From an optimization exercise on the open Yosys and OpenROAD flow, aimed at small area, a short achievable clock period and few clock cycles per item; shortcuts taken in it are not production practice. The RTL was checked by simulation tests, not by an equivalence proof against the original design. No activity file was given, so power comes from the tool's default toggle rates.

==> flow/design.v, too long to show whole: its modules and the start of the top module <==
// module dadda_mul: 1899 lines
// module mul_ha: 4 lines
// module mul_fa: 4 lines
module dadda_mul
(
	input  logic        clk,
	input  logic        rst_n,
	input  logic        req_valid,
	input  logic [15:0] req_a,
	input  logic [15:0] req_b,
	output logic        rsp_valid,
	output logic [31:0] rsp_product
);
  // ...
==> flow/run.sh <==
#!/bin/bash
# synth_recipe.tcl (not shown) runs the flow's synth.tcl, then flattens the netlist and writes it again
# the make line also repeats each setting of config.mk as NAME=value (left out here)
make -C /OpenROAD-flow-scripts/flow DESIGN_CONFIG=/design/flow/config.mk WORK_HOME=/design/flow/orfs CLKGATE_MAP_FILE= SYNTH_SCRIPT=/design/flow/synth_recipe.tcl finish
==> flow/config.mk <==
export PLATFORM = sky130hd
export DESIGN_NAME = dadda_mul
export DESIGN_NICKNAME = dadda_mul
export VERILOG_FILES = /design/flow/design.v
export SDC_FILE = /design/flow/constraint.sdc
export NUM_CORES = 4
export LEC_CHECK = 0
export CAP_MARGIN = 20
export CORE_MARGIN = 2
export CORE_UTILIZATION = 40
export SLEW_MARGIN = 20
export SYNTH_HIERARCHICAL = 1
export SYNTH_MINIMUM_KEEP_SIZE = 0
==> flow/constraint.sdc <==
create_clock -name core_clock -period 3.0 [get_ports {clk}]
set_input_delay 0.6000 -clock core_clock [delete_from_list [all_inputs] [get_ports {clk}]]
set_output_delay 0.6000 -clock core_clock [all_outputs]
set_load 0.01 [all_outputs]
==> flow_summary.json, run 1 <==
{
  "synthMuxAreaShare_pct": 0,
  "start_util_pct": 40.4,
  "avgSynthCellArea_um2": 11.0,
  "multi_input_area_share_pct": 52.2,
  "worst_pin_slew_ps": 419,
  "placed_area_um2": 11500,
  "synth_compound_area_share_pct": 3.60,
  "netlist_top_cells_count": "224 x nand2_1, 198 x fa_1, 150 x dfxtp_1, 91 x inv_1, 46 x ha_1",
  "wl_per_cell_um": 16.0,
  "cts_setup_buffers": 0,
  "cp_top_family": "adder cells",
  "hpwlAfterDp_um": 17200,
  "finalCriticalPeriod_ps": 2960,
  "slew_headroom_pct": 71.8,
  "p_total_w": 0.0109,
  "cp.arrival_ps": 3260,
  "signal_buffers": 140,
  "endpoint": "r701",
  "p_per_area_nw_per_um2": 899,
  "setup_viol": 0,
  "grt_use_met3_pct": 4.41,
  "cts.repair.resized": 0,
  "multi_input_area_um2": 6300,
  "top_usage_layer": "met2",
  "outcome": "timing/DRC/antenna clean"
}
Testbench counts, summed over its fixed seeds: cycles 4,112, items 4,096.
==> run 2: changes to the inputs <==
--- a/flow/design.v
+++ b/flow/design.v
@@ -775,23 +775,23 @@
 	wire g748;
 	wire p749;
 	wire g750;
 	wire p751;
 	wire g752;
 	wire p753;
 	wire g754;
 	wire p755;
-	logic r756;
-	logic r757;
-	wire g758;
-	wire p759;
-	logic r760;
-	wire g761;
-	wire p762;
+	wire g756;
+	wire p757;
+	logic r758;
+	logic r759;
+	wire g760;
+	wire p761;
+	logic r762;
 	wire g763;
 	wire p764;
 	wire g765;
 	wire p766;
 	wire g767;
 	wire p768;
 	wire g769;
 	wire p770;
@@ -814,44 +814,44 @@
 	wire g787;
 	wire p788;
 	wire g789;
 	wire p790;
 	wire g791;
 	wire p792;
 	wire g793;
 	wire p794;
-	logic r795;
-	wire g796;
-	wire p797;
-	logic r798;
-	logic r799;
-	wire g800;
-	wire p801;
-	logic r802;
-	logic r803;
-	wire g804;
-	wire p805;
+	wire g795;
+	wire p796;
+	logic r797;
+	wire g798;
+	wire p799;
+	logic r800;
+	logic r801;
+	wire g802;
+	wire p803;
+	logic r804;
+	logic r805;
 	wire g806;
 	wire p807;
 	wire g808;
 	wire p809;
-	wire gg810;
-	wire gg811;
-	wire pg812;
-	wire gg813;
-	wire pg814;
-	logic r815;
-	logic r816;
-	logic r817;
-	logic r818;
-	wire gg819;
-	wire pg820;
-	wire gg821;
-	wire pg822;
+	wire g810;
+	wire p811;
+	wire g812;
+	wire p813;
+	wire gg814;
+	wire gg815;
+	wire pg816;
+	wire gg817;
+	wire pg818;
+	logic r819;
+	logic r820;
+	logic r821;
+	logic r822;
 	wire gg823;
 	wire pg824;
 	wire gg825;
 	wire pg826;
 	wire gg827;
 	wire pg828;
 	wire gg829;
 	wire pg830;
@@ -860,28 +860,28 @@
 	wire gg833;
 	wire pg834;
 	wire gg835;
 	wire pg836;
 	wire gg837;
 	wire pg838;
 	wire gg839;
 	wire pg840;
-	logic r841;
-	logic r842;
+	wire gg841;
+	wire pg842;
 	wire gg843;
 	wire pg844;
-	wire gg845;
-	wire gg846;
-	logic r847;
-	logic r848;
+	logic r845;
+	logic r846;
+	wire gg847;
+	wire pg848;
 	wire gg849;
-	wire pg850;
-	wire gg851;
-	wire pg852;
+	wire gg850;
+	logic r851;
+	logic r852;
 	wire gg853;
 	wire pg854;
 	wire gg855;
 	wire pg856;
 	wire gg857;
 	wire pg858;
 	wire gg859;
 	wire pg860;
@@ -892,69 +892,69 @@
 	wire gg865;
 	wire pg866;
 	wire gg867;
 	wire pg868;
 	wire gg869;
 	wire pg870;
 	wire gg871;
 	wire pg872;
-	logic r873;
-	logic r874;
+	wire gg873;
+	wire pg874;
 	wire gg875;
 	wire pg876;
-	wire gg877;
+	logic r877;
 	logic r878;
 	wire gg879;
-	wire gg880;
+	wire pg880;
 	wire gg881;
-	wire gg882;
-	wire pg883;
+	logic r882;
+	wire gg883;
 	wire gg884;
-	wire pg885;
+	wire gg885;
 	wire gg886;
 	wire pg887;
 	wire gg888;
 	wire pg889;
-	logic r890;
-	logic r891;
-	logic r892;
-	logic r893;
-	wire gg894;
-	wire pg895;
+	wire gg890;
+	wire pg891;
+	wire gg892;
+	wire pg893;
+	logic r894;
+	logic r895;
 	logic r896;
 	logic r897;
 	wire gg898;
 	wire pg899;
 	logic r900;
 	logic r901;
 	wire gg902;
 	wire pg903;
 	logic r904;
 	logic r905;
 	wire gg906;
 	wire pg907;
-	wire gg908;
-	wire pg909;
+	logic r908;
+	logic r909;
 	wire gg910;
 	wire pg911;
 	wire gg912;
 	wire pg913;
 	wire gg914;
-	wire gg915;
+	wire pg915;
 	wire gg916;
-	wire gg917;
+	wire pg917;
 	wire gg918;
 	wire gg919;
 	wire gg920;
 	wire gg921;
-	logic r922;
-	logic r923;
+	wire gg922;
+	wire gg923;
 	wire gg924;
-	wire pg925;
+	wire gg925;
 	logic r926;
 	logic r927;
 	wire gg928;
 	wire pg929;
 	logic r930;
 	logic r931;
 	wire gg932;
 	wire pg933;
@@ -971,102 +971,109 @@
 	wire gg944;
 	wire pg945;
 	logic r946;
 	logic r947;
 	wire gg948;
 	wire pg949;
 	logic r950;
 	logic r951;
-	logic r952;
-	wire gg953;
+	wire gg952;
+	wire pg953;
 	logic r954;
 	logic r955;
-	wire gg956;
-	logic r957;
+	logic r956;
+	wire gg957;
 	logic r958;
-	wire gg959;
+	logic r959;
 	wire gg960;
-	wire gg961;
-	wire gg962;
+	logic r961;
+	logic r962;
 	wire gg963;
 	wire gg964;
 	wire gg965;
 	wire gg966;
 	wire gg967;
 	wire gg968;
 	wire gg969;
 	wire gg970;
 	wire gg971;
-	wire sum972;
-	wire sum973;
-	wire sum974;
-	wire sum975;
+	wire gg972;
+	wire gg973;
+	wire gg974;
+	wire gg975;
 	wire sum976;
 	wire sum977;
 	wire sum978;
 	wire sum979;
 	wire sum980;
 	wire sum981;
 	wire sum982;
 	wire sum983;
 	wire sum984;
 	wire sum985;
-	logic r986;
-	logic r987;
+	wire sum986;
+	wire sum987;
 	wire sum988;
 	wire sum989;
-	logic r990;
-	wire sum991;
+	wire sum990;
+	logic r991;
 	logic r992;
 	wire sum993;
-	logic r994;
-	wire sum995;
+	wire sum994;
+	logic r995;
 	wire sum996;
 	logic r997;
 	wire sum998;
 	logic r999;
 	wire sum1000;
-	logic r1001;
-	wire sum1002;
+	wire sum1001;
+	logic r1002;
 	wire sum1003;
 	logic r1004;
 	wire sum1005;
 	logic r1006;
 	wire sum1007;
-	logic r1008;
-	wire sum1009;
-	logic r1010;
-	wire sum1011;
-	logic r1012;
-	wire sum1013;
-	logic r1014;
-	wire sum1015;
+	wire sum1008;
+	logic r1009;
+	wire sum1010;
+	logic r1011;
+	wire sum1012;
+	logic r1013;
+	wire sum1014;
+	logic r1015;
 	wire sum1016;
 	logic r1017;
-	logic r1018;
+	wire sum1018;
 	logic r1019;
-	logic r1020;
+	wire sum1020;
 	logic r1021;
 	logic r1022;
-	logic r1023;
+	wire sum1023;
 	logic r1024;
 	logic r1025;
 	logic r1026;
 	logic r1027;
 	logic r1028;
 	logic r1029;
 	logic r1030;
 	logic r1031;
 	logic r1032;
 	logic r1033;
 	logic r1034;
 	logic r1035;
 	logic r1036;
 	logic r1037;
+	logic r1038;
+	logic r1039;
+	logic r1040;
+	logic r1041;
+	logic r1042;
+	logic r1043;
+	logic r1044;
 	assign pp1 = ~(req_a[0] & req_b[0]);
 	assign pp2 = ~(req_a[1] & req_b[0]);
 	assign pp3 = ~(req_a[2] & req_b[0]);
 	assign pp4 = ~(req_a[3] & req_b[0]);
 	assign pp5 = ~(req_a[4] & req_b[0]);
 	assign pp6 = ~(req_a[5] & req_b[0]);
 	assign pp7 = ~(req_a[6] & req_b[0]);
 	assign pp8 = ~(req_a[7] & req_b[0]);
@@ -1313,61 +1320,61 @@
 	assign pp249 = ~(req_a[8] & req_b[15]);
 	assign pp250 = ~(req_a[9] & req_b[15]);
 	assign pp251 = ~(req_a[10] & req_b[15]);
 	assign pp252 = ~(req_a[11] & req_b[15]);
 	assign pp253 = ~(req_a[12] & req_b[15]);
 	assign pp254 = ~(req_a[13] & req_b[15]);
 	assign pp255 = ~(req_a[14] & req_b[15]);
 	assign pp256 = ~(req_a[15] & req_b[15]);
-	assign s257 = pp14 ^ pp29;
+	assign s257 = ~(pp14 ^ pp29);
 	assign c258 = pp14 | pp29;
 	mul_fa u_fa260 (.a(pp15), .b(pp30), .c(pp45), .s(s259), .co(c260));
-	assign s261 = pp60 ^ pp75;
+	assign s261 = ~(pp60 ^ pp75);
 	assign c262 = pp60 | pp75;
 	mul_fa u_fa264 (.a(pp16), .b(pp31), .c(pp46), .s(s263), .co(c264));
 	mul_fa u_fa266 (.a(pp61), .b(pp76), .c(pp91), .s(s265), .co(c266));
-	assign s267 = pp106 ^ pp121;
+	assign s267 = ~(pp106 ^ pp121);
 	assign c268 = pp106 | pp121;
 	mul_fa u_fa270 (.a(pp32), .b(pp47), .c(pp62), .s(s269), .co(c270));
 	mul_fa u_fa272 (.a(pp77), .b(pp92), .c(pp107), .s(s271), .co(c272));
-	assign s273 = pp122 ^ pp137;
+	assign s273 = ~(pp122 ^ pp137);
 	assign c274 = pp122 | pp137;
 	mul_fa u_fa276 (.a(pp48), .b(pp63), .c(pp78), .s(s275), .co(c276));
 	mul_fa u_fa278 (.a(pp93), .b(pp108), .c(pp123), .s(s277), .co(c278));
 	mul_fa u_fa280 (.a(pp64), .b(pp79), .c(pp94), .s(s279), .co(c280));
-	assign s281 = pp10 ^ pp25;
+	assign s281 = ~(pp10 ^ pp25);
 	assign c282 = pp10 | pp25;
 	mul_fa u_fa284 (.a(pp11), .b(pp26), .c(pp41), .s(s283), .co(c284));
-	assign s285 = pp56 ^ pp71;
+	assign s285 = ~(pp56 ^ pp71);
 	assign c286 = pp56 | pp71;
 	mul_fa u_fa288 (.a(pp12), .b(pp27), .c(pp42), .s(s287), .co(c288));
 	mul_fa u_fa290 (.a(pp57), .b(pp72), .c(pp87), .s(s289), .co(c290));
-	assign s291 = pp102 ^ pp117;
+	assign s291 = ~(pp102 ^ pp117);
 	assign c292 = pp102 | pp117;
 	mul_fa u_fa294 (.a(pp13), .b(pp28), .c(pp43), .s(s293), .co(c294));
 	mul_fa u_fa296 (.a(pp58), .b(pp73), .c(pp88), .s(s295), .co(c296));
 	mul_fa u_fa298 (.a(pp103), .b(pp118), .c(pp133), .s(s297), .co(c298));
-	assign s299 = pp148 ^ pp163;
+	assign s299 = ~(pp148 ^ pp163);
 	assign c300 = pp148 | pp163;
 	mul_fa u_fa302 (.a(pp44), .b(pp59), .c(pp74), .s(s301), .co(c302));
 	mul_fa u_fa304 (.a(pp89), .b(pp104), .c(pp119), .s(s303), .co(c304));
 	mul_fa u_fa306 (.a(pp134), .b(pp149), .c(pp164), .s(s305), .co(c306));
 	mul_fa u_fa308 (.a(pp179), .b(pp194), .c(pp209), .s(s307), .co(c308));
 	mul_fa u_fa310 (.a(pp90), .b(pp105), .c(pp120), .s(s309), .co(c310));
 	mul_fa u_fa312 (.a(pp135), .b(pp150), .c(pp165), .s(s311), .co(c312));
 	mul_fa u_fa314 (.a(pp180), .b(pp195), .c(pp210), .s(s313), .co(c314));
-	mul_fa u_fa316 (.a(pp225), .b(c258), .c(~s261), .s(s315), .co(c316));
+	mul_fa u_fa316 (.a(pp225), .b(c258), .c(s261), .s(s315), .co(c316));
 	mul_fa u_fa318 (.a(pp136), .b(pp151), .c(pp166), .s(s317), .co(c318));
 	mul_fa u_fa320 (.a(pp181), .b(pp196), .c(pp211), .s(s319), .co(c320));
 	mul_fa u_fa322 (.a(pp226), .b(pp241), .c(c262), .s(s321), .co(c322));
-	mul_fa u_fa324 (.a(~s267), .b(c260), .c(s263), .s(s323), .co(c324));
+	mul_fa u_fa324 (.a(s267), .b(c260), .c(s263), .s(s323), .co(c324));
 	mul_fa u_fa326 (.a(pp152), .b(pp167), .c(pp182), .s(s325), .co(c326));
 	mul_fa u_fa328 (.a(pp197), .b(pp212), .c(pp227), .s(s327), .co(c328));
-	mul_fa u_fa330 (.a(pp242), .b(c268), .c(~s273), .s(s329), .co(c330));
+	mul_fa u_fa330 (.a(pp242), .b(c268), .c(s273), .s(s329), .co(c330));
 	mul_fa u_fa332 (.a(c264), .b(c266), .c(s269), .s(s331), .co(c332));
 	mul_fa u_fa334 (.a(pp138), .b(pp153), .c(pp168), .s(s333), .co(c334));
 	mul_fa u_fa336 (.a(pp183), .b(pp198), .c(pp213), .s(s335), .co(c336));
 	mul_fa u_fa338 (.a(pp228), .b(pp243), .c(c274), .s(s337), .co(c338));
 	mul_fa u_fa340 (.a(c270), .b(c272), .c(s275), .s(s339), .co(c340));
 	mul_fa u_fa342 (.a(pp109), .b(pp124), .c(pp139), .s(s341), .co(c342));
 	mul_fa u_fa344 (.a(pp154), .b(pp169), .c(pp184), .s(s343), .co(c344));
 	mul_fa u_fa346 (.a(pp199), .b(pp214), .c(pp229), .s(s345), .co(c346));
@@ -1377,38 +1384,38 @@
 	mul_fa u_fa354 (.a(pp170), .b(pp185), .c(pp200), .s(s353), .co(c354));
 	mul_fa u_fa356 (.a(pp215), .b(pp230), .c(pp245), .s(s355), .co(c356));
 	mul_fa u_fa358 (.a(pp96), .b(pp111), .c(pp126), .s(s357), .co(c358));
 	mul_fa u_fa360 (.a(pp141), .b(pp156), .c(pp171), .s(s359), .co(c360));
 	mul_fa u_fa362 (.a(pp186), .b(pp201), .c(pp216), .s(s361), .co(c362));
 	mul_fa u_fa364 (.a(pp112), .b(pp127), .c(pp142), .s(s363), .co(c364));
 	mul_fa u_fa366 (.a(pp157), .b(pp172), .c(pp187), .s(s365), .co(c366));
 	mul_fa u_fa368 (.a(pp128), .b(pp143), .c(pp158), .s(s367), .co(c368));
-	assign s369 = pp7 ^ pp22;
+	assign s369 = ~(pp7 ^ pp22);
 	assign c370 = pp7 | pp22;
 	mul_fa u_fa372 (.a(pp8), .b(pp23), .c(pp38), .s(s371), .co(c372));
-	assign s373 = pp53 ^ pp68;
+	assign s373 = ~(pp53 ^ pp68);
 	assign c374 = pp53 | pp68;
 	mul_fa u_fa376 (.a(pp9), .b(pp24), .c(pp39), .s(s375), .co(c376));
 	mul_fa u_fa378 (.a(pp54), .b(pp69), .c(pp84), .s(s377), .co(c378));
-	assign s379 = pp99 ^ pp114;
+	assign s379 = ~(pp99 ^ pp114);
 	assign c380 = pp99 | pp114;
 	mul_fa u_fa382 (.a(pp40), .b(pp55), .c(pp70), .s(s381), .co(c382));
 	mul_fa u_fa384 (.a(pp85), .b(pp100), .c(pp115), .s(s383), .co(c384));
-	mul_fa u_fa386 (.a(pp130), .b(pp145), .c(~s281), .s(s385), .co(c386));
+	mul_fa u_fa386 (.a(pp130), .b(pp145), .c(s281), .s(s385), .co(c386));
 	mul_fa u_fa388 (.a(pp86), .b(pp101), .c(pp116), .s(s387), .co(c388));
 	mul_fa u_fa390 (.a(pp131), .b(pp146), .c(pp161), .s(s389), .co(c390));
-	mul_fa u_fa392 (.a(c282), .b(~s285), .c(s283), .s(s391), .co(c392));
+	mul_fa u_fa392 (.a(c282), .b(s285), .c(s283), .s(s391), .co(c392));
 	mul_fa u_fa394 (.a(pp132), .b(pp147), .c(pp162), .s(s393), .co(c394));
-	mul_fa u_fa396 (.a(pp177), .b(c286), .c(~s291), .s(s395), .co(c396));
+	mul_fa u_fa396 (.a(pp177), .b(c286), .c(s291), .s(s395), .co(c396));
 	mul_fa u_fa398 (.a(c284), .b(s287), .c(s289), .s(s397), .co(c398));
 	mul_fa u_fa400 (.a(pp178), .b(pp193), .c(c292), .s(s399), .co(c400));
-	mul_fa u_fa402 (.a(~s299), .b(c288), .c(c290), .s(s401), .co(c402));
+	mul_fa u_fa402 (.a(s299), .b(c288), .c(c290), .s(s401), .co(c402));
 	mul_fa u_fa404 (.a(s293), .b(s295), .c(s297), .s(s403), .co(c404));
-	mul_fa u_fa406 (.a(c300), .b(~s257), .c(c294), .s(s405), .co(c406));
+	mul_fa u_fa406 (.a(c300), .b(s257), .c(c294), .s(s405), .co(c406));
 	mul_fa u_fa408 (.a(c296), .b(c298), .c(s301), .s(s407), .co(c408));
 	mul_fa u_fa410 (.a(s303), .b(s305), .c(s307), .s(s409), .co(c410));
 	mul_fa u_fa412 (.a(c302), .b(c304), .c(c306), .s(s411), .co(c412));
 	mul_fa u_fa414 (.a(c308), .b(s259), .c(s309), .s(s413), .co(c414));
 	mul_fa u_fa416 (.a(s311), .b(s313), .c(s315), .s(s415), .co(c416));
 	mul_fa u_fa418 (.a(c310), .b(c312), .c(c314), .s(s417), .co(c418));
 	mul_fa u_fa420 (.a(s265), .b(s317), .c(s319), .s(s419), .co(c420));
 	mul_fa u_fa422 (.a(s321), .b(c316), .c(s323), .s(s421), .co(c422));
@@ -1434,26 +1441,26 @@
 	mul_fa u_fa462 (.a(pp218), .b(pp233), .c(pp248), .s(s461), .co(c462));
 	mul_fa u_fa464 (.a(c364), .b(c366), .c(s367), .s(s463), .co(c464));
 	mul_fa u_fa466 (.a(pp144), .b(pp159), .c(pp174), .s(s465), .co(c466));
 	mul_fa u_fa468 (.a(pp189), .b(pp204), .c(pp219), .s(s467), .co(c468));
 	mul_fa u_fa470 (.a(pp234), .b(pp249), .c(c368), .s(s469), .co(c470));
 	mul_fa u_fa472 (.a(pp160), .b(pp175), .c(pp190), .s(s471), .co(c472));
 	mul_fa u_fa474 (.a(pp205), .b(pp220), .c(pp235), .s(s473), .co(c474));
 	mul_fa u_fa476 (.a(pp176), .b(pp191), .c(pp206), .s(s475), .co(c476));
-	assign s477 = pp5 ^ pp20;
+	assign s477 = ~(pp5 ^ pp20);
 	assign c478 = pp5 | pp20;
 	mul_fa u_fa480 (.a(pp6), .b(pp21), .c(pp36), .s(s479), .co(c480));
-	assign s481 = pp51 ^ pp66;
+	assign s481 = ~(pp51 ^ pp66);
 	assign c482 = pp51 | pp66;
 	mul_fa u_fa484 (.a(pp37), .b(pp52), .c(pp67), .s(s483), .co(c484));
-	mul_fa u_fa486 (.a(pp82), .b(pp97), .c(~s369), .s(s485), .co(c486));
+	mul_fa u_fa486 (.a(pp82), .b(pp97), .c(s369), .s(s485), .co(c486));
 	mul_fa u_fa488 (.a(pp83), .b(pp98), .c(pp113), .s(s487), .co(c488));
-	mul_fa u_fa490 (.a(c370), .b(~s373), .c(s371), .s(s489), .co(c490));
-	mul_fa u_fa492 (.a(pp129), .b(c374), .c(~s379), .s(s491), .co(c492));
+	mul_fa u_fa490 (.a(c370), .b(s373), .c(s371), .s(s489), .co(c490));
+	mul_fa u_fa492 (.a(pp129), .b(c374), .c(s379), .s(s491), .co(c492));
 	mul_fa u_fa494 (.a(c372), .b(s375), .c(s377), .s(s493), .co(c494));
 	mul_fa u_fa496 (.a(c380), .b(c376), .c(c378), .s(s495), .co(c496));
 	mul_fa u_fa498 (.a(s381), .b(s383), .c(s385), .s(s497), .co(c498));
 	mul_fa u_fa500 (.a(c382), .b(c384), .c(s387), .s(s499), .co(c500));
 	mul_fa u_fa502 (.a(s389), .b(c386), .c(s391), .s(s501), .co(c502));
 	mul_fa u_fa504 (.a(c388), .b(c390), .c(s393), .s(s503), .co(c504));
 	mul_fa u_fa506 (.a(s395), .b(c392), .c(s397), .s(s505), .co(c506));
 	mul_fa u_fa508 (.a(c394), .b(s399), .c(c396), .s(s507), .co(c508));
@@ -1482,20 +1489,20 @@
 	mul_fa u_fa566 (.a(s467), .b(s469), .c(c464), .s(s565), .co(c566));
 	mul_fa u_fa568 (.a(pp250), .b(c466), .c(c468), .s(s567), .co(c568));
 	mul_fa u_fa570 (.a(s471), .b(s473), .c(c470), .s(s569), .co(c570));
 	mul_fa u_fa572 (.a(pp221), .b(pp236), .c(pp251), .s(s571), .co(c572));
 	mul_fa u_fa574 (.a(c472), .b(c474), .c(s475), .s(s573), .co(c574));
 	mul_fa u_fa576 (.a(pp192), .b(pp207), .c(pp222), .s(s575), .co(c576));
 	mul_fa u_fa578 (.a(pp237), .b(pp252), .c(c476), .s(s577), .co(c578));
 	mul_fa u_fa580 (.a(pp208), .b(pp223), .c(pp238), .s(s579), .co(c580));
-	assign s581 = pp4 ^ pp19;
+	assign s581 = ~(pp4 ^ pp19);
 	assign c582 = pp4 | pp19;
 	mul_fa u_fa584 (.a(pp35), .b(pp50), .c(pp65), .s(s583), .co(c584));
-	mul_fa u_fa586 (.a(pp81), .b(c478), .c(~s481), .s(s585), .co(c586));
+	mul_fa u_fa586 (.a(pp81), .b(c478), .c(s481), .s(s585), .co(c586));
 	mul_fa u_fa588 (.a(c482), .b(c480), .c(s483), .s(s587), .co(c588));
 	mul_fa u_fa590 (.a(c484), .b(s487), .c(c486), .s(s589), .co(c590));
 	mul_fa u_fa592 (.a(c488), .b(s491), .c(c490), .s(s591), .co(c592));
 	mul_fa u_fa594 (.a(c492), .b(s495), .c(c494), .s(s593), .co(c594));
 	mul_fa u_fa596 (.a(c496), .b(s499), .c(c498), .s(s595), .co(c596));
 	mul_fa u_fa598 (.a(c500), .b(s503), .c(c502), .s(s597), .co(c598));
 	mul_fa u_fa600 (.a(c504), .b(s507), .c(c506), .s(s599), .co(c600));
 	mul_fa u_fa605 (.a(r601), .b(r602), .c(r603), .s(s604), .co(c605));
@@ -1509,20 +1516,20 @@
 	mul_fa u_fa642 (.a(r638), .b(r639), .c(r640), .s(s641), .co(c642));
 	mul_fa u_fa647 (.a(r643), .b(r644), .c(r645), .s(s646), .co(c647));
 	mul_fa u_fa649 (.a(s563), .b(c560), .c(s565), .s(s648), .co(c649));
 	mul_fa u_fa651 (.a(c564), .b(s567), .c(s569), .s(s650), .co(c651));
 	mul_fa u_fa653 (.a(s571), .b(c568), .c(s573), .s(s652), .co(c653));
 	mul_fa u_fa655 (.a(c572), .b(s575), .c(s577), .s(s654), .co(c655));
 	mul_fa u_fa657 (.a(pp253), .b(c576), .c(s579), .s(s656), .co(c657));
 	mul_fa u_fa659 (.a(pp224), .b(pp239), .c(pp254), .s(s658), .co(c659));
-	assign s660 = pp3 ^ pp18;
+	assign s660 = ~(pp3 ^ pp18);
 	assign c661 = pp3 | pp18;
-	mul_fa u_fa663 (.a(pp34), .b(pp49), .c(~s581), .s(s662), .co(c663));
-	mul_fa u_fa665 (.a(c582), .b(~s477), .c(s583), .s(s664), .co(c665));
+	mul_fa u_fa663 (.a(pp34), .b(pp49), .c(s581), .s(s662), .co(c663));
+	mul_fa u_fa665 (.a(c582), .b(s477), .c(s583), .s(s664), .co(c665));
 	mul_fa u_fa667 (.a(c584), .b(s479), .c(s585), .s(s666), .co(c667));
 	mul_fa u_fa669 (.a(c586), .b(s485), .c(s587), .s(s668), .co(c669));
 	mul_fa u_fa671 (.a(c588), .b(s489), .c(s589), .s(s670), .co(c671));
 	mul_fa u_fa673 (.a(c590), .b(s493), .c(s591), .s(s672), .co(c673));
 	mul_fa u_fa678 (.a(r674), .b(r675), .c(r676), .s(s677), .co(c678));
 	mul_fa u_fa683 (.a(r679), .b(r680), .c(r681), .s(s682), .co(c683));
 	mul_fa u_fa688 (.a(r684), .b(r685), .c(r686), .s(s687), .co(c688));
 	mul_fa u_fa693 (.a(r689), .b(r690), .c(r691), .s(s692), .co(c693));
@@ -1538,227 +1545,232 @@
 	mul_fa u_fa719 (.a(r717), .b(c642), .c(s646), .s(s718), .co(c719));
 	mul_fa u_fa723 (.a(r720), .b(r721), .c(c647), .s(s722), .co(c723));
 	mul_fa u_fa728 (.a(r724), .b(r725), .c(r726), .s(s727), .co(c728));
 	mul_fa u_fa733 (.a(r729), .b(r730), .c(r731), .s(s732), .co(c733));
 	mul_fa u_fa735 (.a(c574), .b(s654), .c(c653), .s(s734), .co(c735));
 	mul_fa u_fa737 (.a(c578), .b(s656), .c(c655), .s(s736), .co(c737));
 	mul_fa u_fa739 (.a(c580), .b(s658), .c(c657), .s(s738), .co(c739));
 	mul_fa u_fa741 (.a(pp240), .b(pp255), .c(c659), .s(s740), .co(c741));
-	assign g742 = ~pp2 & ~pp17;
-	assign p743 = ~pp2 ^ ~pp17;
-	assign g744 = ~pp33 & s660;
-	assign p745 = ~pp33 ^ s660;
-	assign g746 = ~s662 & ~c661;
-	assign p747 = ~s662 ^ ~c661;
-	assign g748 = ~s664 & ~c663;
-	assign p749 = ~s664 ^ ~c663;
-	assign g750 = ~s666 & ~c665;
-	assign p751 = ~s666 ^ ~c665;
-	assign g752 = ~s668 & ~c667;
-	assign p753 = ~s668 ^ ~c667;
-	assign g754 = ~s670 & ~c669;
-	assign p755 = ~s670 ^ ~c669;
-	assign g758 = ~r756 & ~r757;
-	assign p759 = ~r756 ^ ~r757;
-	assign g761 = ~s677 & ~r760;
-	assign p762 = ~s677 ^ ~r760;
-	assign g763 = ~s682 & ~c678;
-	assign p764 = ~s682 ^ ~c678;
-	assign g765 = ~s687 & ~c683;
-	assign p766 = ~s687 ^ ~c683;
-	assign g767 = ~s692 & ~c688;
-	assign p768 = ~s692 ^ ~c688;
-	assign g769 = ~s696 & ~c693;
-	assign p770 = ~s696 ^ ~c693;
-	assign g771 = ~s699 & ~c697;
-	assign p772 = ~s699 ^ ~c697;
-	assign g773 = ~s702 & ~c700;
-	assign p774 = ~s702 ^ ~c700;
-	assign g775 = ~s704 & ~c703;
-	assign p776 = ~s704 ^ ~c703;
-	assign g777 = ~s706 & ~c705;
-	assign p778 = ~s706 ^ ~c705;
-	assign g779 = ~s708 & ~c707;
-	assign p780 = ~s708 ^ ~c707;
-	assign g781 = ~s710 & ~c709;
-	assign p782 = ~s710 ^ ~c709;
-	assign g783 = ~s712 & ~c711;
-	assign p784 = ~s712 ^ ~c711;
-	assign g785 = ~s715 & ~c713;
-	assign p786 = ~s715 ^ ~c713;
-	assign g787 = ~s718 & ~c716;
-	assign p788 = ~s718 ^ ~c716;
-	assign g789 = ~s722 & ~c719;
-	assign p790 = ~s722 ^ ~c719;
-	assign g791 = ~s727 & ~c723;
-	assign p792 = ~s727 ^ ~c723;
-	assign g793 = ~s732 & ~c728;
-	assign p794 = ~s732 ^ ~c728;
-	assign g796 = ~r795 & ~c733;
-	assign p797 = ~r795 ^ ~c733;
-	assign g800 = ~r798 & ~r799;
-	assign p801 = ~r798 ^ ~r799;
-	assign g804 = ~r802 & ~r803;
-	assign p805 = ~r802 ^ ~r803;
-	assign g806 = ~s740 & ~c739;
-	assign p807 = ~s740 ^ ~c739;
-	assign g808 = ~pp256 & ~c741;
-	assign p809 = ~pp256 ^ ~c741;
-	assign gg810 = g742 | (p743 & 1'b0);
-	assign gg811 = g746 | (p747 & g744);
-	assign pg812 = p747 & p745;
-	assign gg813 = g750 | (p751 & g748);
-	assign pg814 = p751 & p749;
-	assign gg819 = r815 | (r816 & r817);
-	assign pg820 = r816 & r818;
-	assign gg821 = g761 | (p762 & g758);
-	assign pg822 = p762 & p759;
-	assign gg823 = g765 | (p766 & g763);
-	assign pg824 = p766 & p764;
-	assign gg825 = g769 | (p770 & g767);
-	assign pg826 = p770 & p768;
-	assign gg827 = g773 | (p774 & g771);
-	assign pg828 = p774 & p772;
-	assign gg829 = g777 | (p778 & g775);
-	assign pg830 = p778 & p776;
-	assign gg831 = g781 | (p782 & g779);
-	assign pg832 = p782 & p780;
-	assign gg833 = g785 | (p786 & g783);
-	assign pg834 = p786 & p784;
-	assign gg835 = g789 | (p790 & g787);
-	assign pg836 = p790 & p788;
-	assign gg837 = g793 | (p794 & g791);
-	assign pg838 = p794 & p792;
-	assign gg839 = g800 | (p801 & g796);
-	assign pg840 = p801 & p797;
-	assign gg843 = r841 | (r842 & g804);
-	assign pg844 = r842 & p805;
-	assign gg845 = g744 | (p745 & gg810);
-	assign gg846 = gg811 | (pg812 & gg810);
-	assign gg849 = r817 | (r818 & r847);
-	assign pg850 = r818 & r848;
-	assign gg851 = gg819 | (pg820 & r847);
-	assign pg852 = pg820 & r848;
-	assign gg853 = g763 | (p764 & gg821);
-	assign pg854 = p764 & pg822;
-	assign gg855 = gg823 | (pg824 & gg821);
-	assign pg856 = pg824 & pg822;
-	assign gg857 = g771 | (p772 & gg825);
-	assign pg858 = p772 & pg826;
+	assign g742 = pp1 | 1'b1;
+	assign p743 = pp1 ^ 1'b1;
+	assign g744 = pp2 & pp17;
+	assign p745 = pp2 ^ pp17;
+	assign g746 = pp33 & s660;
+	assign p747 = pp33 ^ s660;
+	assign g748 = s662 & c661;
+	assign p749 = s662 ^ c661;
+	assign g750 = s664 & c663;
+	assign p751 = s664 ^ c663;
+	assign g752 = s666 & c665;
+	assign p753 = s666 ^ c665;
+	assign g754 = s668 & c667;
+	assign p755 = s668 ^ c667;
+	assign g756 = s670 & c669;
+	assign p757 = s670 ^ c669;
+	assign g760 = r758 & r759;
+	assign p761 = r758 ^ r759;
+	assign g763 = s677 & r762;
+	assign p764 = s677 ^ r762;
+	assign g765 = s682 & c678;
+	assign p766 = s682 ^ c678;
+	assign g767 = s687 & c683;
+	assign p768 = s687 ^ c683;
+	assign g769 = s692 & c688;
+	assign p770 = s692 ^ c688;
+	assign g771 = s696 & c693;
+	assign p772 = s696 ^ c693;
+	assign g773 = s699 & c697;
+	assign p774 = s699 ^ c697;
+	assign g775 = s702 & c700;
+	assign p776 = s702 ^ c700;
+	assign g777 = s704 & c703;
+	assign p778 = s704 ^ c703;
+	assign g779 = s706 & c705;
+	assign p780 = s706 ^ c705;
+	assign g781 = s708 & c707;
+	assign p782 = s708 ^ c707;
+	assign g783 = s710 & c709;
+	assign p784 = s710 ^ c709;
+	assign g785 = s712 & c711;
+	assign p786 = s712 ^ c711;
+	assign g787 = s715 & c713;
+	assign p788 = s715 ^ c713;
+	assign g789 = s718 & c716;
+	assign p790 = s718 ^ c716;
+	assign g791 = s722 & c719;
+	assign p792 = s722 ^ c719;
+	assign g793 = s727 & c723;
+	assign p794 = s727 ^ c723;
+	assign g795 = s732 & c728;
+	assign p796 = s732 ^ c728;
+	assign g798 = r797 & c733;
+	assign p799 = r797 ^ c733;
+	assign g802 = r800 & r801;
+	assign p803 = r800 ^ r801;
+	assign g806 = r804 & r805;
+	assign p807 = r804 ^ r805;
+	assign g808 = s740 & c739;
+	assign p809 = s740 ^ c739;
+	assign g810 = pp256 & c741;
+	assign p811 = pp256 ^ c741;
+	assign g812 = 1'b1 & 1'b1;
+	assign p813 = 1'b1 ^ 1'b1;
+	assign gg814 = g744 | (p745 & g742);
+	assign gg815 = g748 | (p749 & g746);
+	assign pg816 = p749 & p747;
+	assign gg817 = g752 | (p753 & g750);
+	assign pg818 = p753 & p751;
+	assign gg823 = r819 | (r820 & r821);
+	assign pg824 = r820 & r822;
+	assign gg825 = g763 | (p764 & g760);
+	assign pg826 = p764 & p761;
+	assign gg827 = g767 | (p768 & g765);
+	assign pg828 = p768 & p766;
+	assign gg829 = g771 | (p772 & g769);
+	assign pg830 = p772 & p770;
+	assign gg831 = g775 | (p776 & g773);
+	assign pg832 = p776 & p774;
+	assign gg833 = g779 | (p780 & g777);
+	assign pg834 = p780 & p778;
+	assign gg835 = g783 | (p784 & g781);
+	assign pg836 = p784 & p782;
+	assign gg837 = g787 | (p788 & g785);
+	assign pg838 = p788 & p786;
+	assign gg839 = g791 | (p792 & g789);
+	assign pg840 = p792 & p790;
+	assign gg841 = g795 | (p796 & g793);
+	assign pg842 = p796 & p794;
+	assign gg843 = g802 | (p803 & g798);
+	assign pg844 = p803 & p799;
+	assign gg847 = r845 | (r846 & g806);
+	assign pg848 = r846 & p807;
+	assign gg849 = g746 | (p747 & gg814);
+	assign gg850 = gg815 | (pg816 & gg814);
+	assign gg853 = r821 | (r822 & r851);
+	assign pg854 = r822 & r852;
+	assign gg855 = gg823 | (pg824 & r851);
+	assign pg856 = pg824 & r852;
+	assign gg857 = g765 | (p766 & gg825);
+	assign pg858 = p766 & pg826;
 	assign gg859 = gg827 | (pg828 & gg825);
 	assign pg860 = pg828 & pg826;
-	assign gg861 = g779 | (p780 & gg829);
-	assign pg862 = p780 & pg830;
+	assign gg861 = g773 | (p774 & gg829);
+	assign pg862 = p774 & pg830;
 	assign gg863 = gg831 | (pg832 & gg829);
 	assign pg864 = pg832 & pg830;
-	assign gg865 = g787 | (p788 & gg833);
-	assign pg866 = p788 & pg834;
+	assign gg865 = g781 | (p782 & gg833);
+	assign pg866 = p782 & pg834;
 	assign gg867 = gg835 | (pg836 & gg833);
 	assign pg868 = pg836 & pg834;
-	assign gg869 = g796 | (p797 & gg837);
-	assign pg870 = p797 & pg838;
+	assign gg869 = g789 | (p790 & gg837);
+	assign pg870 = p790 & pg838;
 	assign gg871 = gg839 | (pg840 & gg837);
 	assign pg872 = pg840 & pg838;
-	assign gg875 = r873 | (r874 & gg843);
-	assign pg876 = r874 & pg844;
-	assign gg877 = g748 | (p749 & gg846);
-	assign gg879 = r847 | (r848 & r878);
-	assign gg880 = gg849 | (pg850 & r878);
-	assign gg881 = gg851 | (pg852 & r878);
-	assign gg882 = g767 | (p768 & gg855);
-	assign pg883 = p768 & pg856;
-	assign gg884 = gg825 | (pg826 & gg855);
-	assign pg885 = pg826 & pg856;
-	assign gg886 = gg857 | (pg858 & gg855);
-	assign pg887 = pg858 & pg856;
-	assign gg888 = gg859 | (pg860 & gg855);
-	assign pg889 = pg860 & pg856;
-	assign gg894 = r890 | (r891 & r892);
-	assign pg895 = r891 & r893;
-	assign gg898 = r896 | (r897 & r892);
-	assign pg899 = r897 & r893;
-	assign gg902 = r900 | (r901 & r892);
-	assign pg903 = r901 & r893;
-	assign gg906 = r904 | (r905 & r892);
-	assign pg907 = r905 & r893;
-	assign gg908 = g804 | (p805 & gg871);
-	assign pg909 = p805 & pg872;
-	assign gg910 = gg843 | (pg844 & gg871);
-	assign pg911 = pg844 & pg872;
-	assign gg912 = gg875 | (pg876 & gg871);
-	assign pg913 = pg876 & pg872;
-	assign gg914 = g758 | (p759 & gg881);
-	assign gg915 = gg821 | (pg822 & gg881);
-	assign gg916 = gg853 | (pg854 & gg881);
-	assign gg917 = gg855 | (pg856 & gg881);
-	assign gg918 = gg882 | (pg883 & gg881);
-	assign gg919 = gg884 | (pg885 & gg881);
-	assign gg920 = gg886 | (pg887 & gg881);
-	assign gg921 = gg888 | (pg889 & gg881);
-	assign gg924 = r922 | (r923 & gg906);
-	assign pg925 = r923 & pg907;
-	assign gg928 = r926 | (r927 & gg906);
-	assign pg929 = r927 & pg907;
-	assign gg932 = r930 | (r931 & gg906);
-	assign pg933 = r931 & pg907;
-	assign gg936 = r934 | (r935 & gg906);
-	assign pg937 = r935 & pg907;
-	assign gg940 = r938 | (r939 & gg906);
-	assign pg941 = r939 & pg907;
-	assign gg944 = r942 | (r943 & gg906);
-	assign pg945 = r943 & pg907;
-	assign gg948 = r946 | (r947 & gg906);
-	assign pg949 = r947 & pg907;
-	assign gg953 = r950 | (r951 & r952);
-	assign gg956 = r954 | (r955 & r952);
-	assign gg959 = r957 | (r958 & r952);
-	assign gg960 = r892 | (r893 & r952);
-	assign gg961 = gg894 | (pg895 & r952);
-	assign gg962 = gg898 | (pg899 & r952);
-	assign gg963 = gg902 | (pg903 & r952);
-	assign gg964 = gg906 | (pg907 & r952);
-	assign gg965 = gg924 | (pg925 & r952);
-	assign gg966 = gg928 | (pg929 & r952);
-	assign gg967 = gg932 | (pg933 & r952);
-	assign gg968 = gg936 | (pg937 & r952);
-	assign gg969 = gg940 | (pg941 & r952);
-	assign gg970 = gg944 | (pg945 & r952);
-	assign gg971 = gg948 | (pg949 & r952);
-	assign sum972 = p743;
-	assign sum973 = p745 ^ gg810;
-	assign sum974 = p747 ^ gg845;
-	assign sum975 = p749 ^ gg846;
-	assign sum976 = p751 ^ gg877;
-	assign sum977 = r818 ^ gg879;
-	assign sum978 = r816 ^ gg880;
-	assign sum979 = p759 ^ gg881;
-	assign sum980 = p762 ^ gg914;
-	assign sum981 = p764 ^ gg915;
-	assign sum982 = p766 ^ gg916;
-	assign sum983 = p768 ^ gg917;
-	assign sum984 = p770 ^ gg918;
-	assign sum985 = p772 ^ gg919;
-	assign sum988 = r986 ^ r987;
-	assign sum989 = r951 ^ r952;
-	assign sum991 = r990 ^ gg953;
-	assign sum993 = r992 ^ gg956;
-	assign sum995 = r994 ^ gg959;
-	assign sum996 = r891 ^ gg960;
-	assign sum998 = r997 ^ gg961;
-	assign sum1000 = r999 ^ gg962;
-	assign sum1002 = r1001 ^ gg963;
-	assign sum1003 = r923 ^ gg964;
-	assign sum1005 = r1004 ^ gg965;
-	assign sum1007 = r1006 ^ gg966;
-	assign sum1009 = r1008 ^ gg967;
-	assign sum1011 = r1010 ^ gg968;
-	assign sum1013 = r1012 ^ gg969;
-	assign sum1015 = r1014 ^ gg970;
-	assign sum1016 = 1'b0 ^ gg971;
+	assign gg873 = g798 | (p799 & gg841);
+	assign pg874 = p799 & pg842;
+	assign gg875 = gg843 | (pg844 & gg841);
+	assign pg876 = pg844 & pg842;
+	assign gg879 = r877 | (r878 & gg847);
+	assign pg880 = r878 & pg848;
+	assign gg881 = g750 | (p751 & gg850);
+	assign gg883 = r851 | (r852 & r882);
+	assign gg884 = gg853 | (pg854 & r882);
+	assign gg885 = gg855 | (pg856 & r882);
+	assign gg886 = g769 | (p770 & gg859);
+	assign pg887 = p770 & pg860;
+	assign gg888 = gg829 | (pg830 & gg859);
+	assign pg889 = pg830 & pg860;
+	assign gg890 = gg861 | (pg862 & gg859);
+	assign pg891 = pg862 & pg860;
+	assign gg892 = gg863 | (pg864 & gg859);
+	assign pg893 = pg864 & pg860;
+	assign gg898 = r894 | (r895 & r896);
+	assign pg899 = r895 & r897;
+	assign gg902 = r900 | (r901 & r896);
+	assign pg903 = r901 & r897;
+	assign gg906 = r904 | (r905 & r896);
+	assign pg907 = r905 & r897;
+	assign gg910 = r908 | (r909 & r896);
+	assign pg911 = r909 & r897;
+	assign gg912 = g806 | (p807 & gg875);
+	assign pg913 = p807 & pg876;
+	assign gg914 = gg847 | (pg848 & gg875);
+	assign pg915 = pg848 & pg876;
+	assign gg916 = gg879 | (pg880 & gg875);
+	assign pg917 = pg880 & pg876;
+	assign gg918 = g760 | (p761 & gg885);
+	assign gg919 = gg825 | (pg826 & gg885);
+	assign gg920 = gg857 | (pg858 & gg885);
+	assign gg921 = gg859 | (pg860 & gg885);
+	assign gg922 = gg886 | (pg887 & gg885);
+	assign gg923 = gg888 | (pg889 & gg885);
+	assign gg924 = gg890 | (pg891 & gg885);
+	assign gg925 = gg892 | (pg893 & gg885);
+	assign gg928 = r926 | (r927 & gg910);
+	assign pg929 = r927 & pg911;
+	assign gg932 = r930 | (r931 & gg910);
+	assign pg933 = r931 & pg911;
+	assign gg936 = r934 | (r935 & gg910);
+	assign pg937 = r935 & pg911;
+	assign gg940 = r938 | (r939 & gg910);
+	assign pg941 = r939 & pg911;
+	assign gg944 = r942 | (r943 & gg910);
+	assign pg945 = r943 & pg911;
+	assign gg948 = r946 | (r947 & gg910);
+	assign pg949 = r947 & pg911;
+	assign gg952 = r950 | (r951 & gg910);
+	assign pg953 = r951 & pg911;
+	assign gg957 = r954 | (r955 & r956);
+	assign gg960 = r958 | (r959 & r956);
+	assign gg963 = r961 | (r962 & r956);
+	assign gg964 = r896 | (r897 & r956);
+	assign gg965 = gg898 | (pg899 & r956);
+	assign gg966 = gg902 | (pg903 & r956);
+	assign gg967 = gg906 | (pg907 & r956);
+	assign gg968 = gg910 | (pg911 & r956);
+	assign gg969 = gg928 | (pg929 & r956);
+	assign gg970 = gg932 | (pg933 & r956);
+	assign gg971 = gg936 | (pg937 & r956);
+	assign gg972 = gg940 | (pg941 & r956);
+	assign gg973 = gg944 | (pg945 & r956);
+	assign gg974 = gg948 | (pg949 & r956);
+	assign gg975 = gg952 | (pg953 & r956);
+	assign sum976 = ~(p743 ^ 1'b1);
+	assign sum977 = ~(p745 ^ g742);
+	assign sum978 = ~(p747 ^ gg814);
+	assign sum979 = ~(p749 ^ gg849);
+	assign sum980 = ~(p751 ^ gg850);
+	assign sum981 = ~(p753 ^ gg881);
+	assign sum982 = ~(r822 ^ gg883);
+	assign sum983 = ~(r820 ^ gg884);
+	assign sum984 = ~(p761 ^ gg885);
+	assign sum985 = ~(p764 ^ gg918);
+	assign sum986 = ~(p766 ^ gg919);
+	assign sum987 = ~(p768 ^ gg920);
+	assign sum988 = ~(p770 ^ gg921);
+	assign sum989 = ~(p772 ^ gg922);
+	assign sum990 = ~(p774 ^ gg923);
+	assign sum993 = ~(r991 ^ r992);
+	assign sum994 = ~(r955 ^ r956);
+	assign sum996 = ~(r995 ^ gg957);
+	assign sum998 = ~(r997 ^ gg960);
+	assign sum1000 = ~(r999 ^ gg963);
+	assign sum1001 = ~(r895 ^ gg964);
+	assign sum1003 = ~(r1002 ^ gg965);
+	assign sum1005 = ~(r1004 ^ gg966);
+	assign sum1007 = ~(r1006 ^ gg967);
+	assign sum1008 = ~(r927 ^ gg968);
+	assign sum1010 = ~(r1009 ^ gg969);
+	assign sum1012 = ~(r1011 ^ gg970);
+	assign sum1014 = ~(r1013 ^ gg971);
+	assign sum1016 = ~(r1015 ^ gg972);
+	assign sum1018 = ~(r1017 ^ gg973);
+	assign sum1020 = ~(r1019 ^ gg974);
+	assign sum1023 = ~(r1022 ^ gg975);
 	always_ff @(posedge clk) begin
 		r525 <= s425;
 		r526 <= c422;
 		r527 <= s427;
 		r532 <= s431;
 		r533 <= c428;
 		r534 <= s433;
 		r539 <= s437;
@@ -1815,109 +1827,111 @@
 		r720 <= c562;
 		r721 <= s648;
 		r724 <= c566;
 		r725 <= s650;
 		r726 <= c649;
 		r729 <= c570;
 		r730 <= s652;
 		r731 <= c651;
-		r756 <= s672;
-		r757 <= c671;
-		r760 <= c673;
-		r795 <= s734;
-		r798 <= s736;
-		r799 <= c735;
-		r802 <= s738;
-		r803 <= c737;
-		r815 <= g754;
-		r816 <= p755;
-		r817 <= g752;
-		r818 <= p753;
-		r841 <= g806;
-		r842 <= p807;
-		r847 <= gg813;
-		r848 <= pg814;
-		r873 <= g808;
-		r874 <= p809;
-		r878 <= gg846;
-		r890 <= g783;
-		r891 <= p784;
-		r892 <= gg863;
-		r893 <= pg864;
-		r896 <= gg833;
-		r897 <= pg834;
-		r900 <= gg865;
-		r901 <= pg866;
-		r904 <= gg867;
-		r905 <= pg868;
-		r922 <= g791;
-		r923 <= p792;
-		r926 <= gg837;
-		r927 <= pg838;
-		r930 <= gg869;
-		r931 <= pg870;
-		r934 <= gg871;
-		r935 <= pg872;
-		r938 <= gg908;
-		r939 <= pg909;
-		r942 <= gg910;
-		r943 <= pg911;
-		r946 <= gg912;
-		r947 <= pg913;
-		r950 <= g775;
-		r951 <= p776;
-		r952 <= gg921;
-		r954 <= gg829;
-		r955 <= pg830;
-		r957 <= gg861;
-		r958 <= pg862;
-		r986 <= p774;
-		r987 <= gg920;
-		r990 <= p778;
-		r992 <= p780;
-		r994 <= p782;
-		r997 <= p786;
-		r999 <= p788;
-		r1001 <= p790;
-		r1004 <= p794;
-		r1006 <= p797;
-		r1008 <= p801;
-		r1010 <= p805;
-		r1012 <= r842;
-		r1014 <= r874;
-		r1017 <= sum974;
-		r1018 <= sum975;
-		r1019 <= sum976;
-		r1020 <= sum981;
-		r1021 <= sum982;
-		r1022 <= sum983;
-		r1023 <= sum984;
-		r1024 <= sum985;
-		r1025 <= pp1;
-		r1026 <= r1025;
-		r1027 <= sum972;
-		r1028 <= r1027;
-		r1029 <= sum973;
-		r1030 <= r1029;
-		r1031 <= r1017;
-		r1032 <= r1018;
-		r1033 <= r1019;
+		r758 <= s672;
+		r759 <= c671;
+		r762 <= c673;
+		r797 <= s734;
+		r800 <= s736;
+		r801 <= c735;
+		r804 <= s738;
+		r805 <= c737;
+		r819 <= g756;
+		r820 <= p757;
+		r821 <= g754;
+		r822 <= p755;
+		r845 <= g808;
+		r846 <= p809;
+		r851 <= gg817;
+		r852 <= pg818;
+		r877 <= g810;
+		r878 <= p811;
+		r882 <= gg850;
+		r894 <= g785;
+		r895 <= p786;
+		r896 <= gg867;
+		r897 <= pg868;
+		r900 <= gg837;
+		r901 <= pg838;
+		r904 <= gg869;
+		r905 <= pg870;
+		r908 <= gg871;
+		r909 <= pg872;
+		r926 <= g793;
+		r927 <= p794;
+		r930 <= gg841;
+		r931 <= pg842;
+		r934 <= gg873;
+		r935 <= pg874;
+		r938 <= gg875;
+		r939 <= pg876;
+		r942 <= gg912;
+		r943 <= pg913;
+		r946 <= gg914;
+		r947 <= pg915;
+		r950 <= gg916;
+		r951 <= pg917;
+		r954 <= g777;
+		r955 <= p778;
+		r956 <= gg925;
+		r958 <= gg833;
+		r959 <= pg834;
+		r961 <= gg865;
+		r962 <= pg866;
+		r991 <= p776;
+		r992 <= gg924;
+		r995 <= p780;
+		r997 <= p782;
+		r999 <= p784;
+		r1002 <= p788;
+		r1004 <= p790;
+		r1006 <= p792;
+		r1009 <= p796;
+		r1011 <= p799;
+		r1013 <= p803;
+		r1015 <= p807;
+		r1017 <= r846;
+		r1019 <= r878;
+		r1021 <= p813;
+		r1022 <= r1021;
+		r1024 <= sum979;
+		r1025 <= sum980;
+		r1026 <= sum981;
+		r1027 <= sum986;
+		r1028 <= sum987;
+		r1029 <= sum988;
+		r1030 <= sum989;
+		r1031 <= sum990;
+		r1032 <= sum976;
+		r1033 <= r1032;
 		r1034 <= sum977;
-		r1035 <= sum978;
-		r1036 <= sum979;
-		r1037 <= sum980;
+		r1035 <= r1034;
+		r1036 <= sum978;
+		r1037 <= r1036;
+		r1038 <= r1024;
+		r1039 <= r1025;
+		r1040 <= r1026;
+		r1041 <= sum982;
+		r1042 <= sum983;
+		r1043 <= sum984;
+		r1044 <= sum985;
 	end
 	logic [1:0] vld;
 	always_ff @(posedge clk or negedge rst_n) begin
 		if (!rst_n) vld <= '0;
 		else vld <= {vld[0:0], req_valid};
 	end
 	assign rsp_valid = vld[1];
-	assign rsp_product = {sum1016, sum1015, sum1013, sum1011, sum1009, sum1007, sum1005, sum1003, sum1002, sum1000, sum998, sum996, sum995, sum993, sum991, sum989, sum988, r1024, r1023, r1022, r1021, r1020, r1037, r1036, r1035, r1034, r1033, r1032, r1031, r1030, r1028, ~r1026};
+	assign rsp_product = {sum1023, sum1020, sum1018, sum1016, sum1014, sum1012, sum1010, sum1008, sum1007, sum1005, sum1003, sum1001, sum1000, sum998, sum996, sum994, sum993, r1031, r1030, r1029, r1028, r1027, r1044, r1043, r1042, r1041, r1040, r1039, r1038, r1037, r1035, r1033};
 endmodule
 module mul_ha (input wire a, input wire b, output wire s, output wire co);
 	assign s = a ^ b;
 	assign co = a & b;
 endmodule
 module mul_fa (input wire a, input wire b, input wire c, output wire s, output wire co);
 	assign s = a ^ b ^ c;
 	assign co = (a & b) | (a & c) | (b & c);
==> flow/config.mk (replaced) <==
export PLATFORM = sky130hd
export DESIGN_NAME = dadda_mul
export DESIGN_NICKNAME = dadda_mul
export VERILOG_FILES = /design/flow/design.v
export SDC_FILE = /design/flow/constraint.sdc
export NUM_CORES = 4
export LEC_CHECK = 0
export CAP_MARGIN = 20
export CORE_MARGIN = 2
export CORE_UTILIZATION = 60
export SETUP_SLACK_MARGIN = 0.4
export SLEW_MARGIN = 20
export SYNTH_HIERARCHICAL = 1
export SYNTH_MINIMUM_KEEP_SIZE = 0
==> run 2 against run 1 <==
Net effect: area after synthesis down 1.1%; clock power grew 3%; synthesized cell count shrank 4.2%; largest power group unchanged.
==> flow_summary.json, run 2 <==
{
  "outcome": "timing/DRC/antenna clean",
  "avgViaCountPerCell": 5.34,
  "grt_max_degree": 17,
  "die_y_um": 133,
  "whs_path_depth": 0,
  "min_path_type": "register to register",
  "clkLatencyLatePin_ps": 430,
  "tritoncts": "done",
  "finalCriticalPeriod_ps": 2630,
  "crit_path_frequent_cell": "fa_1",
  "final_cell_mix": "217 x nand2_1, 176 x fa_1, 149 x dfxtp_1",
  "finalWeightedCongestion": 0.886,
  "hpwlAfterDp_um": 17200,
  "grt_pass1_wl_um": 37700,
  "utilization_pct": 73.1,
  "grt_pass1_vias": 7465,
  "path_clk_slew_ps": 70,
  "antenna_cells": 0,
  "hold_buffers": 0,
  "synth_cell_type_count": 36,
  "synthTopCellsByArea": "fa_1 40%, dfxtp_1 30%, nand2_1 8.5%, ha_1 5.8%, and2_1 2.8%",
  "ant_nets": 0,
  "ir_worst_vdd_mv": 0.728,
  "synth-seq-cells": 152,
  "synth_top_area_cell": "fa_1",
  "cp.arrival_ps": 2920,
  "drc": 0,
  "cp-end-kind": "register",
  "n_fill_cell": 1123,
  "max_stage_delay_ps": 520,
  "synth_edf_count": 0,
  "p_total_w": 0.0118,
  "die_w_um": 133,
  "totalWireLength_um": 22800,
  "yosysTopAreaCellShare_pct": 39.8,
  "r2r_start": "r527",
  "netlist_top_cells_count": "225 x nand2_1, 198 x fa_1, 150 x dfxtp_1, 46 x ha_1, 44 x and2_1",
  "syn2layout_area_growth_pct": 20.4,
  "drive_above_1_share_pct": 20.6,
  "htreeDepth": 4,
  "path_max_fanout": 6,
  "io_pins": 68,
  "regMostFlops": "vld",
  "grt.total_usage_pct": 28.1,
  "rrSetupSlack_ps": 480,
  "wl_per_cell_um": 18.7,
  "synth.most_common_cell": "nand2_1",
  "p_per_area_nw_per_um2": 985,
  "hold_viol_final": 0,
  "cts_buffer_depth": 2,
  "startpoint_type": "input pin",
  "crit_chain": "buf_2, buf_12, buf_4, nand2_1, fa_1, fa_1, fa_1, fa_1",
  "drv_cap": 0,
  "synth_nets": 1154,
  "dr.pass1.iters": 5,
  "worst-setup-path-type": "input pin to register",
  "worst_pin_slew_ps": 498,
  "max_freq_mhz": 381,
  "syn_area_um2": 9960,
  "dieArea_um2": 17600,
  "num_vias": 6496,
  "avgSynthCellArea_um2": 11.4,
  "final_common_cell": "nand2_1",
  "layout.nets": 1262,
  "antenna_found_initial": 0,
  "largest_reg_flops": 2,
  "critPathRequiredTime_ps": 3290,
  "worstReg2RegEnd": "r896",
  "core_region_area_um2": 16400,
  "start_util_pct": 60.7,
  "synthArstFlopShare_pct": 1.32,
  "cts_root_buffer": "clkbuf_16",
  "period_share_pct": 87.6,
  "yosysSeqAreaShare_pct": 30.7,
  "cts_inserted_buffers": 17,
  "setup_viol": 0,
  "cts_sinks": 152,
  "slowest_stage": "fa_1",
  "rows": 47,
  "rsz0062_at_grt": "yes",
  "io_buffer_count": 67,
  "yosysWarnings": 7,
  "endpoint": "r701",
  "grt_overflow_total": 0,
  "r2r_cells": 7,
  "critPathLaunch": "req_b[0]",
  "synth_flop_cell": "dfxtp_1",
  "slew_headroom_pct": 66.7,
  "fin_skew_ps": 9.85,
  "leakagePower_nw": 4.89,
  "dr.first_iter.drc_count": 323,
  "syn_inst": 875,
  "drv_slew": 0
}
run 2: cell types whose count changed in the layout (fill, tap and decap cells not counted), sizes merged, moves of 5 or more:
cell,previous run,this run
inv,99,42
a21o,18,13
xnor2,20,4
xor2,4,20
clkbuf,17,35
dlymetal6s2s,7,1
dlygate4sd2,0,9
clkdlybuf4s50,60,27
buf,73,101
clkdlybuf4s15,0,6
run 2: what timing repair did:
item | in CTS | in global routing
gates resized for setup | 97 | 50
buffers inserted | 16 | 2
setup endpoints to repair | 76 | 29
gates cloned | 2 | 0
pin swaps | 33 | 18
run 2: kinds of logic (layout without fill, tap and decap cells):
logic type               Yosys count  after routing  synth area share, %
AND/OR/NAND/NOR                  299            299                 12.9
adder cells (fa/ha/maj)          244            244                 45.6
flip-flops                       152            152                 30.7
buffers and inverters            110            231                 5.43
AO/OA/AOI/OAI                     46             46                 3.33
XOR/XNOR                          24             24                 2.11
run 2: worst min-delay path by stage:
stage          slack [ps]  endpoint  start
3_5_place_dp          310     r1039  r1025
2_1_floorplan         300    vld[0]  rst_n
4_1_cts               330    vld[1]  rst_n
5_1_grt               330    vld[1]  rst_n
3_3_place_gp          310     r1033  r1032
6_report              330     r1037  r1036
run 2: final cells by class:
class / count / area, um2 / share of cell area [%]
timing repair buffer: 162 / 1400 / 11.6
tap: 220 / 275 / 2.30
clock buffer: 18 / 429 / 3.58
multi-input combinational: 613 / 6530 / 54.4
inverter: 37 / 139 / 1.16
clock inverter: 14 / 169 / 1.41
sequential: 152 / 3050 / 25.5
run 2: critical path, delay by kind of cell:
kind	cells	cell delay, ps
buf+inv	3	350
simple gates	1	70
fa+ha+maj	4	1900
run 2: routing by layer:
layer / share of wire (%) / track usage, % / routed length [um]
met1: 43 / 37.4 / 9750
met2: 49 / 46.6 / 11100
met3: 6.6 / 5.90 / 1490
met4: 1.9 / 8.78 / 440
met5: 0 / 0 / 0
run 2: per-stage QoR:
step	std cells	worst slack (ps)	hold slack, ps	area, um2	setup TNS (ps)
final	1216	373	331	12000	0
after detailed placement	1164	-444	314	11200	-14760
after global routing	1216	340	333	12000	0
after global placement	1164	-394	314	11200	-13780
after floorplan	875	216	304	10200	0
after CTS	1214	372	327	12000	0
run 2: power breakdown:
part | internal (W) | switching [W]
Combinational | 0.00308 | 0.00319
Clock | 0.00125 | 0.000926
Sequential | 0.00297 | 0.000391
run 2: Yosys stat by module, one instance, submodules excluded:
| module | flip-flops and latches | cells |
|---|---|---|
| mul_fa | 0 | 1 |
| dadda_mul | 152 | 680 |
Testbench counts of run 2, summed over its fixed seeds: cycles 4,112, items 4,096.
==> run 3: changes to the inputs <==
==> flow/flow/run.sh (new file) <==
#!/bin/bash
set -euo pipefail
export BUFFER_PORTS_ARGS="-buffer_cell sky130_fd_sc_hd__buf_2"
bash standard.sh > standard_flow.log 2>&1
==> flow/standard.sh (new file) <==
#!/bin/bash
# synth_recipe.tcl (not shown) runs the flow's synth.tcl, then flattens the netlist and writes it again
# the make line also repeats each setting of config.mk as NAME=value (left out here)
make -C /OpenROAD-flow-scripts/flow DESIGN_CONFIG=/design/flow/config.mk WORK_HOME=/design/flow/orfs CLKGATE_MAP_FILE= SYNTH_SCRIPT=/design/flow/synth_recipe.tcl "${@:-finish}"
removed: flow/run.sh
==> run 3 against run 2 <==
Net effect: sequential power barely moved; largest cell class unchanged; register-to-register slack got worse by 50 ps; clock power fell by 5%; area after synthesis did not move; die area did not move; final area fell by 6.7%; utilization fell by 4.9 points; maximum frequency rose by 0.61%; count of clock-buffer cells in the layout fell by 1; first-iteration DRC count rose by 9.6%; non-clock buffer count fell by 55; clock skew fell by 3.6 ps.
==> flow_summary.json, run 3 <==
{
  "hold_viol_final": 0,
  "leakagePower_nw": 4.55,
  "drv_slew": 0,
  "synth_cell_type_count": 36,
  "totalWireLength_um": 21100,
  "synth_flop_cell": "dfxtp_1",
  "num_vias": 6281,
  "syn2layout_area_growth_pct": 12.3,
  "hpwlAfterDp_um": 16600,
  "grt_max_degree": 18,
  "ir_worst_vdd_mv": 0.729,
  "cts_buffer_depth": 2,
  "path_max_fanout": 6,
  "p_total_w": 0.0112,
  "worst_pin_slew_ps": 543,
  "critPathRequiredTime_ps": 3300,
  "dieArea_um2": 17600,
  "avgViaCountPerCell": 5.41,
  "slew_headroom_pct": 63.7,
  "rsz0062_at_grt": "yes",
  "worst-setup-path-type": "input pin to register",
  "final_common_cell": "nand2_1",
  "dr.pass1.iters": 5,
  "finalCriticalPeriod_ps": 2610,
  "cts_sinks": 152,
  "synthArstFlopShare_pct": 1.32,
  "yosysTopAreaCellShare_pct": 39.8,
  "drc": 0,
  "grt_pass1_wl_um": 35000,
  "ant_nets": 0,
  "cts_root_buffer": "clkbuf_16",
  "min_path_type": "input pin to register",
  "grt_pass1_vias": 6802,
  "setup_viol": 0,
  "antenna_cells": 0,
  "drv_cap": 0,
  "start_util_pct": 60.7,
  "register_area_um2": 3050,
  "design_area_um2": 11200,
  "startpoint_type": "input pin",
  "utilization_pct": 68.2,
  "synth_nets": 1154,
  "p_per_area_nw_per_um2": 1000,
  "regMostFlops": "vld",
  "cts_setup_buffers": 0,
  "die_y_um": 133,
  "grt.total_usage_pct": 26.1,
  "io_pins": 68,
  "antenna_found_initial": 0,
  "die_w_um": 133,
  "worst_hold_slack_ps": 272,
  "grt_overflow_total": 0,
  "synth-seq-cells": 152,
  "final_cell_mix": "219 x nand2_1, 181 x fa_1, 149 x dfxtp_1",
  "htreeDepth": 4,
  "fin_ws_ps": 389,
  "synth_top_area_cell": "fa_1",
  "n_fill_cell": 1277,
  "place_ws_ps": -99.4,
  "finalWeightedCongestion": 0.888,
  "wl_per_cell_um": 18.2,
  "netlist_top_cells_count": "225 x nand2_1, 198 x fa_1, 150 x dfxtp_1, 46 x ha_1, 44 x and2_1",
  "multi_input_area_um2": 6470,
  "largest_reg_flops": 2,
  "yosysWarnings": 7,
  "placed_area_um2": 10500,
  "synth.most_common_cell": "nand2_1",
  "layout.nets": 1207,
  "syn_inst": 875,
  "clkLatencyLatePin_ps": 430,
  "cts_inserted_buffers": 17,
  "core_region_area_um2": 16400,
  "cp.arrival_ps": 2910,
  "fin_skew_ps": 6.22,
  "io_buffer_count": 67,
  "syn_area_um2": 9960,
  "tritoncts": "done",
  "yosysSeqAreaShare_pct": 30.7,
  "period_share_pct": 87.0,
  "rows": 47,
  "synth_edf_count": 0,
  "path_clk_slew_ps": 70,
  "synthTopCellsByArea": "fa_1 40%, dfxtp_1 30%, nand2_1 8.5%, ha_1 5.8%, and2_1 2.8%",
  "cp-end-kind": "register",
  "max_freq_mhz": 383,
  "outcome": "timing/DRC/antenna clean",
  "avgSynthCellArea_um2": 11.4,
  "dr.first_iter.drc_count": 354,
  "drive_above_1_share_pct": 18.8
}
==> run 3: cell counts after synthesis <==
Identical to the previous run, type by type.
==> run 3: where the power goes <==
part           leakage, nW  internal (W)  switching, W
clock                0.280       0.00111      0.000964
combinational         2.99       0.00274       0.00306
sequential            1.28       0.00297      0.000374
total                 4.55       0.00682       0.00440
==> run 3: modules after synthesis, one instance, submodules excluded <==
| module | flip-flops and latches | area [um2] |
|---|---|---|
| dadda_mul | 152 | 6060 |
| mul_fa | 0 | 20.0 |
==> run 3: worst max-delay path, cell delays in order <==
cell and delay (ps):
buf_2 160, buf_4 170, nand2_1 70, fa_1 410
fa_1 510, fa_1 560, fa_1 430
==> run 3: kinds of logic (layout without fill, tap and decap cells) <==
family	count (synthesis)	after routing	synth area share, %
flip-flops	152	152	30.7
adder cells (fa/ha/maj)	244	244	45.6
XOR/XNOR	24	24	2.11
AO/OA/AOI/OAI	46	46	3.33
buffers and inverters	110	176	5.43
AND/OR/NAND/NOR	299	299	12.9
==> run 3: stage by stage <==
stage          setup TNS, ps  instances
2_1_floorplan              0        875
3_3_place_gp           -25.6       1128
3_5_place_dp            -164       1128
4_1_cts                    0       1161
5_1_grt                    0       1161
6_report                   0       1161
==> run 3: area by class of cell <==
class                      instances  area share [%]
tap                              220            2.46
clock buffer                      17            3.80
timing repair buffer             107            5.93
inverter                          37            1.24
clock inverter                    15            1.37
multi-input combinational        613            57.9
sequential                       152            27.3
==> run 3: layer usage <==
layer,GRT usage [%],share of wire (%)
met5,0,0
met2,42.0,49
met3,5.06,6.5
met4,7.83,1.4
met1,36.7,43
==> run 3: path summary, 6_finish.rpt <==
kind | from | to | slack [ps] | cells past startpoint
max | req_a[13] | r701 | 390 | 7
min | req_valid | vld[0] | 270 | 1
max reg2reg | r527 | r896 | 430 | 7
min reg2reg | r1026 | r1040 | 330 | 0
max in group asynchronous | rst_n | vld[0] | 2430 | 2
min in group asynchronous | rst_n | vld[1] | 480 | 2
==> run 3: what timing repair did <==
action | in CTS | in global routing
hold buffers | 1 | 0
hold endpoints to repair | 2 | 0
cloned | 0 | 0
pin swaps | 0 | 6
setup endpoints to repair | 3 | 6
gates resized for setup | 4 | 7

==> static timing again, ports no longer ideal <==
No port has a modelled driver above. Below, the same layouts with a new extraction and two added sets of constraints.
Step 1: set_driving_cell puts a clkbuf_16 on clk and a buf_2 on each other input, an assumption about the parent block.
Step 2 times the ports against the registers' clock, not the clock port: input delays grow and output delays shrink by t, the midpoint of the rising clock arrivals with the driver on.
Three values: no drivers, after step 1, after step 2; two values: the first two.
run	shift t [ns]	slack for setup (ns)	worst setup path at the end	clock arrival spread, ns
run 1	0.469	0.041 / 0.063 / -0.406	input to register	0.011 / 0.012
run 2	0.464	0.373 / 0.398 / -0.066	input to register	0.012 / 0.012
run 3	0.470	0.389 / 0.413 / -0.057	input to register	0.008 / 0.008
Met with ideal ports but missed after step 2: setup timing in every run listed. The setup slack of run 1, which loses most, moves by +0.022 ns with the drivers and by -0.447 ns with both steps.
